Source: an optimization exercise on an open RTL-to-GDS flow (aim: small area, a short achievable clock period and few clock cycles). Production flows keep margins and buffers that such runs may drop. Only simulation tests tie the RTL to the original design; equivalence was not proved.

### config.mk
export PLATFORM = sky130hd
export DESIGN_NAME = smith_waterman
export DESIGN_NICKNAME = smith_waterman
export VERILOG_FILES = /design/flow/design.v
export SDC_FILE = /design/flow/constraint.sdc
export NUM_CORES = 4
export LEC_CHECK = 0
export CAP_MARGIN = 20
export CORE_MARGIN = 2
export CORE_UTILIZATION = 40
export SLEW_MARGIN = 20
### constraint.sdc
create_clock -name core_clock -period 13.0 [get_ports {clk}]
set_input_delay 2.6000 -clock core_clock [delete_from_list [all_inputs] [get_ports {clk}]]
set_output_delay 2.6000 -clock core_clock [all_outputs]
set_load 0.01 [all_outputs]
### design.v
package sw_pkg;
  localparam int MAX_Q_LEN_DEF = 64;   
  localparam int MATCH_BIT_DEF = 4;    
endpackage
module sw_cell
#(
  parameter int WI = 10,
  parameter int WO = 10
) (
  input  logic          clk,
  input  logic [1:0]    typ_i,
  input  logic [1:0]    b_i,
  input  logic          kl_i,
  input  logic [WI-1:0] h_i,     
  input  logic [WI-1:0] x_i,     
  input  logic [WI-1:0] m_i,     
  input  logic [3:0]    match,
  input  logic [3:0]    mismatch,
  input  logic [3:0]    alpha,
  input  logic [3:0]    beta,
  output logic [1:0]    typ_o,
  output logic [1:0]    b_o,
  output logic [WO-1:0] h_o,     
  output logic [WI-1:0] x_o,     
  output logic [WO-1:0] m_o      
);
  localparam logic [1:0] R_C = 2'd0;
  localparam logic [1:0] R_B = 2'd1;
  localparam logic [1:0] R_L = 2'd2;
  localparam logic [1:0] R_K = 2'd3;
  logic [1:0]    q;
  logic          act;
  logic [WO-1:0] y;        
  logic [WI-1:0] g;        
  logic          clr, take, mt;
  localparam int WX = (WI < 4) ? 4 : WI;
  logic [WX:0]   xs;
  logic [WI-1:0] x_n;
  assign xs  = (WX+1)'(x_i) - (WX+1)'(beta);
  assign x_n = (!xs[WX] && xs[WX-1:0] > WX'(h_i)) ? xs[WI-1:0] : h_i;
  logic [WO:0]   ys;
  logic [WO-1:0] y_n;
  assign ys  = {1'b0, y} - (WO+1)'(beta);
  assign y_n = (!ys[WO] && ys[WO-1:0] > h_o) ? ys[WO-1:0] : h_o;
  logic [WO-1:0] gm;
  logic [WO:0]   gs;
  assign gm = (WO'(x_n) > y_n) ? WO'(x_n) : y_n;
  assign gs = {1'b0, gm} - (WO+1)'(alpha);
  logic [WO:0]   ds;
  assign ds = mt ? (WO+1)'(g) + (WO+1)'(match)
                 : (WO+1)'(g) - (WO+1)'(mismatch);
  logic [WO-1:0] h_n;
  always_comb begin
    if (ds[WO])
      h_n = gs[WO] ? '0 : gs[WO-1:0];
    else if (gs[WO])
      h_n = ds[WO-1:0];
    else
      h_n = (ds[WO-1:0] > gs[WO-1:0]) ? ds[WO-1:0] : gs[WO-1:0];
  end
  assign clr  = (typ_i != R_C);
  assign take = kl_i || (typ_i == R_L && !act);
  assign mt   = act && (q == b_i);
  always_ff @(posedge clk) begin
    b_o   <= b_i;
    typ_o <= kl_i ? R_K : (take ? R_B : typ_i);
    if (take) begin
      q   <= b_i;
      act <= 1'b1;
    end else if (typ_i == R_K) begin
      act <= 1'b0;
    end
    g   <= h_i;
    m_o <= (WO'(m_i) > h_o) ? WO'(m_i) : h_o;
    if (clr) begin
      h_o <= '0;
      x_o <= '0;
      y   <= '0;
    end else begin
      h_o <= h_n;
      x_o <= x_n;
      y   <= y_n;
    end
  end
endmodule
module smith_waterman
#(
  parameter int SRAM_WORD_WIDTH = 8,
  parameter int SRAM_ADDR_BIT   = 10,
  parameter int CALC_BIT        = 12,
  parameter int MAX_T_NUM_BIT   = 8,
  parameter int MATCH_BIT       = 4,
  parameter int MAX_Q_LEN       = 64
) (
  input  logic                       clk,
  input  logic                       rst,
  input  logic                       start_i,
  output logic                       busy_o,
  output logic                       select_T_o,
  output logic [SRAM_ADDR_BIT-1:0]   addr_o,
  input  logic [SRAM_WORD_WIDTH-1:0] data_i,
  input  logic [MATCH_BIT-1:0]       match_i,
  input  logic [MATCH_BIT-1:0]       mismatch_i,
  input  logic [MATCH_BIT-1:0]       alpha_i,
  input  logic [MATCH_BIT-1:0]       beta_i,
  output logic [CALC_BIT-1:0]        result_o,
  output logic                       valid_o,
  output logic                       change_q_o,
  output logic [CALC_BIT-1:0]        max_result_o,
  output logic [MAX_T_NUM_BIT-1:0]   match_idx_o
);
  localparam int NP = 64;                
  localparam int VW = 10;                
  localparam int AW = SRAM_ADDR_BIT;
  localparam logic [1:0] R_C = 2'd0;
  localparam logic [1:0] R_B = 2'd1;
  localparam logic [1:0] R_L = 2'd2;
  localparam logic [1:0] R_K = 2'd3;
  localparam logic [2:0] K_NONE  = 3'd0;
  localparam logic [2:0] K_QLEN0 = 3'd1;   
  localparam logic [2:0] K_QLEN  = 3'd2;   
  localparam logic [2:0] K_QB1   = 3'd3;   
  localparam logic [2:0] K_QB    = 3'd4;   
  localparam logic [2:0] K_TB    = 3'd5;   
  localparam logic [2:0] K_END   = 3'd6;   
  localparam logic [2:0] S_IDLE = 3'd0;
  localparam logic [2:0] S_Q0   = 3'd1;
  localparam logic [2:0] S_QW   = 3'd2;
  localparam logic [2:0] S_QB   = 3'd3;
  localparam logic [2:0] S_T0   = 3'd4;
  localparam logic [2:0] S_T    = 3'd5;
  localparam logic [2:0] S_DR   = 3'd6;
  localparam logic [6:0] DRAIN = 7'd63;
  localparam logic [6:0] FLUSH = 7'd66;
  logic [2:0]    st, kind, kind_d;
  logic [AW-1:0] addr, nqa, tl;
  logic          sel, busy;
  logic [7:0]    d, nql, tcnt;
  logic [6:0]    qrem, drain, flush;
  logic          tend_ok, tgt_seen;
  logic          dz, term, fin_term;
  logic [6:0]    n_d, n_nql;
  logic [1:0]    inj_typ;
  logic          inj_kl;
  assign busy_o     = busy;
  assign select_T_o = sel;
  assign addr_o     = addr;
  assign dz       = (d == 8'd0);
  assign term     = (kind_d == K_TB) && (tcnt == 8'd0) && dz;
  assign fin_term = term && tgt_seen && (nql == 8'd0);
  assign n_d      = (d > 8'd64) ? 7'd64 : d[6:0];
  assign n_nql    = (nql > 8'd64) ? 7'd64 : nql[6:0];
  always_comb begin
    inj_kl = 1'b0;
    unique case (kind_d)
      K_QLEN0: inj_typ = R_K;
      K_QB1: begin
        inj_typ = R_L;
        inj_kl  = 1'b1;
      end
      K_QB:    inj_typ = R_L;
      K_TB:    inj_typ = (tcnt != 8'd0) ? R_C : (dz ? R_K : R_B);
      K_END:   inj_typ = R_K;
      default: inj_typ = R_B;
    endcase
  end
  always_ff @(posedge clk) begin
    d <= data_i;
    if (rst) begin
      st     <= S_IDLE;
      kind   <= K_NONE;
      kind_d <= K_NONE;
      busy   <= 1'b0;
      sel    <= 1'b0;
      addr   <= '0;
    end else begin
      kind_d <= kind;
      kind   <= K_NONE;
      if (kind_d == K_QLEN) begin
        nql  <= d;
        tcnt <= 8'd0;
      end
      if (kind_d == K_TB) begin
        if (tcnt != 8'd0) begin
          tcnt <= tcnt - 8'd1;
        end else if (!dz) begin
          tcnt     <= d;
          tgt_seen <= 1'b1;
        end
      end
      if (term && !tend_ok) begin
        tend_ok <= 1'b1;
        tl      <= addr - AW'(2);
      end
      unique case (st)
        S_IDLE:
          if (start_i) begin
            addr     <= '0;
            sel      <= 1'b0;
            kind     <= K_QLEN0;
            st       <= S_Q0;
            busy     <= 1'b1;
            tend_ok  <= 1'b0;
            tgt_seen <= 1'b0;
          end
        S_Q0: begin
          addr <= AW'(1);
          kind <= K_QB1;
          st   <= S_QW;
        end
        S_QW:
          if (dz) begin
            busy <= 1'b0;
            st   <= S_IDLE;
          end else begin
            nqa <= AW'(d) + AW'(1);
            if (n_d == 7'd1) begin
              addr <= AW'(d) + AW'(1);
              kind <= K_QLEN;
              st   <= S_T0;
            end else begin
              addr <= AW'(2);
              kind <= K_QB;
              qrem <= n_d - 7'd2;
              st   <= S_QB;
            end
          end
        S_QB:
          if (qrem != 7'd0) begin
            addr <= addr + AW'(1);
            kind <= K_QB;
            qrem <= qrem - 7'd1;
          end else begin
            addr <= nqa;
            kind <= K_QLEN;
            st   <= S_T0;
          end
        S_T0: begin
          addr <= '0;
          sel  <= 1'b1;
          kind <= K_TB;
          st   <= S_T;
        end
        S_T: begin
          addr <= addr + AW'(1);
          kind <= K_TB;
          if (term && !tgt_seen) begin
            kind <= K_NONE;
            busy <= 1'b0;
            st   <= S_IDLE;
          end else if (tend_ok ? (addr == tl) : term) begin
            if (nql == 8'd0) begin
              kind  <= tend_ok ? K_END : K_NONE;
              drain <= tend_ok ? DRAIN + 7'd1 : DRAIN;
              st    <= S_DR;
            end else begin
              addr <= nqa + AW'(1);
              sel  <= 1'b0;
              kind <= K_QB1;
              nqa  <= nqa + AW'(nql) + AW'(1);
              qrem <= n_nql - 7'd1;
              st   <= S_QB;
            end
          end
        end
        S_DR: begin
          drain <= drain - 7'd1;
          if (drain == 7'd0) begin
            busy <= 1'b0;
            st   <= S_IDLE;
          end
        end
        default: st <= S_IDLE;
      endcase
    end
  end
  logic [3:0] c_match, c_mismatch, c_alpha, c_beta;
  always_ff @(posedge clk) begin
    if (st == S_IDLE) begin
      c_match    <= match_i;
      c_mismatch <= mismatch_i;
      c_alpha    <= alpha_i;
      c_beta     <= beta_i;
    end
  end
  wire [2*NP+1:0]     typ_b;
  wire [2*NP+1:0]     b_b;
  wire [VW*NP+VW-1:0] h_b;
  wire [VW*NP+VW-1:0] e_b;
  wire [VW*NP+VW-1:0] m_b;
  assign typ_b[1:0]  = inj_typ;
  assign b_b[1:0]    = d[1:0];
  assign h_b[VW-1:0] = '0;
  assign e_b[VW-1:0] = '0;
  assign m_b[VW-1:0] = '0;
  genvar j;
  generate
  for (j = 1; j <= NP; j = j + 1) begin : g_pe
    localparam int WO = $clog2(15 * j + 1);
    localparam int WI = (j == 1) ? 1 : $clog2(15 * (j - 1) + 1);
    wire [WO-1:0] h_o, m_o;
    wire [WI-1:0] e_o;
    sw_cell #(
      .WI(WI),
      .WO(WO)
    ) u_pe (
      .clk     (clk),
      .typ_i   (typ_b[2*j-1 -: 2]),
      .b_i     (b_b[2*j-1 -: 2]),
      .kl_i    ((j == 1) ? inj_kl : 1'b0),
      .h_i     (h_b[VW*(j-1) +: WI]),
      .x_i     (e_b[VW*(j-1) +: WI]),
      .m_i     (m_b[VW*(j-1) +: WI]),
      .match   (c_match),
      .mismatch(c_mismatch),
      .alpha   (c_alpha),
      .beta    (c_beta),
      .typ_o   (typ_b[2*j+1 -: 2]),
      .b_o     (b_b[2*j+1 -: 2]),
      .h_o     (h_o),
      .x_o     (e_o),
      .m_o     (m_o)
    );
    assign h_b[VW*j +: VW] = VW'(h_o);
    assign e_b[VW*j +: VW] = VW'(e_o);
    assign m_b[VW*j +: VW] = VW'(m_o);
  end
  endgenerate
  logic [VW-1:0] acc, rowmax, accv, best, acc_r;
  logic [MAX_T_NUM_BIT-1:0] tidx;
  logic          first, rep, nxt_k;
  wire [VW-1:0] m_last = m_b[VW*(NP-1) +: VW];
  wire [VW-1:0] h_last = h_b[VW*NP +: VW];
  wire [1:0]    t_last = typ_b[2*NP+1 -: 2];
  wire [1:0]    t_next = typ_b[2*NP-1 -: 2];
  assign rowmax = (m_last > h_last) ? m_last : h_last;
  assign accv   = (acc > rowmax) ? acc : rowmax;
  assign nxt_k  = (t_next == R_K);
  assign rep    = (t_last == R_C) && (t_next != R_C) &&
                  (flush == 7'd0);
  assign result_o     = CALC_BIT'(acc_r);
  assign max_result_o = CALC_BIT'(best);
  always_ff @(posedge clk) begin
    if (rst) begin
      flush      <= FLUSH;
      valid_o    <= 1'b0;
      change_q_o <= 1'b0;
      first      <= 1'b1;
      tidx       <= '0;
      acc        <= '0;
    end else begin
      if (flush != 7'd0) flush <= flush - 7'd1;
      valid_o    <= rep;
      change_q_o <= rep && nxt_k;
      acc        <= (rep || flush != 7'd0) ? '0 : accv;
      if (rep) begin
        acc_r <= accv;
        if (first || accv > best) begin
          best        <= accv;
          match_idx_o <= tidx;
        end
        first <= nxt_k;
        tidx  <= nxt_k ? '0 : tidx + MAX_T_NUM_BIT'(1);
      end
    end
  end
endmodule
### run.sh
#!/bin/bash
# synth_recipe.tcl (not shown) runs the flow's synth.tcl, then flattens the netlist and writes it again
# the make line also repeats each setting of config.mk as NAME=value (left out here)
make -C /OpenROAD-flow-scripts/flow DESIGN_CONFIG=/design/flow/config.mk WORK_HOME=/design/flow/orfs CLKGATE_MAP_FILE= SYNTH_SCRIPT=/design/flow/synth_recipe.tcl finish
==> flow_summary.toml <==
[status]
status = "timing/DRC/antenna clean"

[floorplan]
initial_core_util_pct = 40.1
die_y_um = 797
num_rows = 291
core_area_sq_um = 627000
pin_count = 73
die-area_sq_um = 635000
die_x_um = 797

[timing]
final_max_slew_viol_count = 0
timing.max_slew.rel_slack_pct = 25.6
setup-violations-final = 0
min_period_ns = 10.70
finClkSkew_ns = 0.0589
hold_viol = 0
worst_pin_slew_ns = 1.12
max_freq_ghz = 0.0935
post-route-period-util_pct = 82.3
fin_ws_ns = 2.30
rsz0062_at_grt = "no"
whs_ns = 0.349

[detailed_routing]
wl_per_cell_um = 19.7
first_pass_iters = 6
drc = 0
drtIter0Drc = 12000
avgViaCountPerCell = 5.41
vias = 205000
wl_um = 746000
detail-route-antenna-nets = 0

[synthesis]
synth-seq-cells = 3426
ys_warn_count = 13
synth_flop_cell = "dfxtp_1"
postSynthCellCount = 29100
ys_seq_area_share_pct = 28.2
mappedNetlistArea_sq_um = 252000
synth_edf_count = 224
syn_avg_cell_area_sq_um = 8.66
ys_async_sr_fraction_pct = 0
synth_cell_types = 126

[critical_path]
ff2ff_setup_slack_ns = 2.30
r2r-start = "c_beta[0]"
critical_path_cell_count = 38
crit_type = "flip-flop to flip-flop"
slowest_stage = "o211ai_1"
critPathRequiredTime_ns = 13.90
r2r_cells = 38
path_delay_family = "compound AO/OA/AOI/OAI gates"
path_max_fanout = 18
crit_buf_inv = 4
cp-start-kind = "flip-flop"
cpPeakStageDelay_ns = 0.65
endpoint_kind = "flip-flop"
crit_path_frequent_cell = "ha_1"
r2r-end = "g_pe[64].u_pe.h_o[6]"
crit_arrival_ns = 11.60

[min_path]
worstHoldStart = "g_pe[7].u_pe.h_o[2]"
hold_end = "g_pe[8].u_pe.g[2]"
hold_depth = 0
hp-class = "flip-flop to flip-flop"

[finish]
layout_common_cells = "4141 x ha_1, 3202 x dfxtp_1, 2696 x nor2_1"
mostFrequentLayoutCell = "ha_1"
layout.nets = 33600
drive_gt1_share_pct = 8.23
areaGrowthSynthToFinish_pct = 11.9

[placed_design]
hpwl_um = 577000
preCtsSetupSlack_ns = 2.42
gp_congestion = 0.906
io_buffers = 68

[global_route]
met2_usage_pct = 38.3
grt_pass1_vias = 203000
met3_usage_pct = 2.25
top_usage_layer = "met2"
antenna_found_initial = 28
overflow = 0
grt_usage_pct = 22.6
grt_max_degree = 60
grt_pass1_wl_um = 1150000
use_met1_pct = 30.2

[run]
cap_viol_max_count = 0

[cts]
cts_setup_buffers = 0
clock_latency_ns = 1.06
cts.sinks = 3426
cts-root-buf = "clkbuf_16"
numCtsBuffers = 400
cts.path.max_buffers = 4
htreeDepth = 5
cts_tree = "done"
path_clk_slew_ns = 0.07
holdBufCountCts = 0
cts_resized = 0
Yosys cell counts, drive strengths merged, types with 260 or more instances:
| cell type | instances | area [sq um] |
|---|---|---|
| a21oi | 1834 | 9230 |
| nand4 | 380 | 2380 |
| xor2 | 746 | 6530 |
| nor2 | 2734 | 10300 |
| fa | 260 | 5200 |
| xnor2 | 1341 | 11700 |
| nand2b | 412 | 2580 |
| dfxtp | 3202 | 64100 |
| mux2i | 959 | 9600 |
| clkbuf | 476 | 1790 |
| o21a | 502 | 3770 |
| nand3 | 513 | 2570 |
| nor2b | 709 | 4440 |
| inv | 2718 | 10200 |
| mux2 | 372 | 4190 |
| a21o | 765 | 5740 |
| nand2 | 2031 | 7630 |
| ha | 4171 | 52200 |
| o22ai | 316 | 1990 |
| o21ai | 1518 | 7640 |
| nor3 | 329 | 1660 |
registers in the layout, indices dropped and copies added, names as in the netlist, 8 cells and up:
name,flops
tcnt,8
acc_r,10
g_pe.u_pe.typ_o,128
g_pe.u_pe.g,560
g_pe.u_pe.x_o,555
d,8
tl,10
g_pe.u_pe.act,64
acc,10
tidx,8
g_pe.u_pe.b_o,126
g_pe.u_pe.q,128
addr,10
nql,8
g_pe.u_pe.m_o,564
best,10
nqa,10
g_pe.u_pe.h_o,574
match_idx_o,8
g_pe.u_pe.y,574
routing by layer:
metal  wire [um]  share of wire, %  up-vias
li1            -                 -   102000
met1      343000                46    97200
met2      343000                46     4423
met3       33900               4.5     1270
met4       25700               3.4        2
met5          13            0.0017        -
metrics by stage:
stage / utilization [%] / setup TNS [ns] / area (sq um) / cells
2_1_floorplan: - / -2053.36 / 258000 / 29100
3_3_place_gp: 42.6 / 0 / 267000 / 37100
3_5_place_dp: 42.6 / 0 / 267000 / 37100
4_1_cts: 44.8 / 0 / 281000 / 37800
5_1_grt: 44.9 / 0 / 281000 / 37800
6_report: 44.9 / 0 / 281000 / 37800
worst reg2reg max path: cells and delay by family, from the launching register on:
| kind | cells | cell delay (ns) |
|---|---|---|
| buffers and inverters | 4 | 0.93 |
| AO/OA/AOI/OAI | 13 | 3.47 |
| multiplexers | 3 | 0.95 |
| AND/OR/NAND/NOR | 9 | 2.08 |
| flip-flops | 1 | 0.61 |
| adder cells (fa/ha/maj) | 7 | 2.02 |
| XOR/XNOR | 2 | 0.49 |
cells by family after synthesis:
family,Yosys count,share of synthesized area [%]
simple gates,8212,15.5
compound gates,6277,15.7
fa+ha+maj,4451,22.9
flops,3426,28.2
buf+inv,3279,4.92
xor+xnor,2087,7.27
mux,1331,5.48
other cells,2,0.00299
area by class of cell:
class | instances | area, sq um
fill | 60400 | 346000
multi-input combinational | 22400 | 174000
sequential | 3426 | 70800
clock buffer | 505 | 11100
tap | 8350 | 10400
inverter | 2719 | 10300
clock inverter | 246 | 2900
timing repair buffer | 215 | 1890
antenna | 13 | 32.5
how the worst max path moves through the flow:
stage / slack (ns) / startpoint / end
after floorplan: -4.56 / c_beta[1] / g_pe[53].u_pe.h_o[8]
after global placement: 2.50 / c_beta[1] / g_pe[62].u_pe.h_o[4]
after detailed placement: 2.42 / c_beta[1] / g_pe[36].u_pe.h_o[5]
after CTS: 2.34 / c_beta[1] / g_pe[62].u_pe.h_o[6]
after global routing: 1.48 / c_beta[1] / g_pe[36].u_pe.h_o[6]
final: 2.30 / c_beta[0] / g_pe[64].u_pe.h_o[6]
Testbench counts, summed over its fixed seeds: cycles 51,244.

port drivers added, routing unchanged:
No port has a modelled driver above. Below, the same layout with a new extraction and two added sets of constraints.
Step 1 (the two cells are an assumption about what drives the block):
set clk [get_ports {clk}]
set_driving_cell -lib_cell sky130_fd_sc_hd__clkbuf_16 $clk
set_driving_cell -lib_cell sky130_fd_sc_hd__buf_2 [delete_from_list [all_inputs] $clk]
Step 2 also shifts input and output timing later by t, the mid clock arrival at the registers, as if the neighbouring blocks saw the same clock.
a / b / c = no drivers / after step 1 / after step 2; a / b = the first two.
t (ns): 1.179
setup slack, ns: 2.300 / 2.300 / 2.300
worst register clock-pin slew, ns: 0.08 / 0.08
worst data-port slew with drivers (ns): 0.03
After both steps setup and hold are still met in this run. For this run, drivers alone change the setup slack by 0.000 ns; drivers and shift together by 0.000 ns.
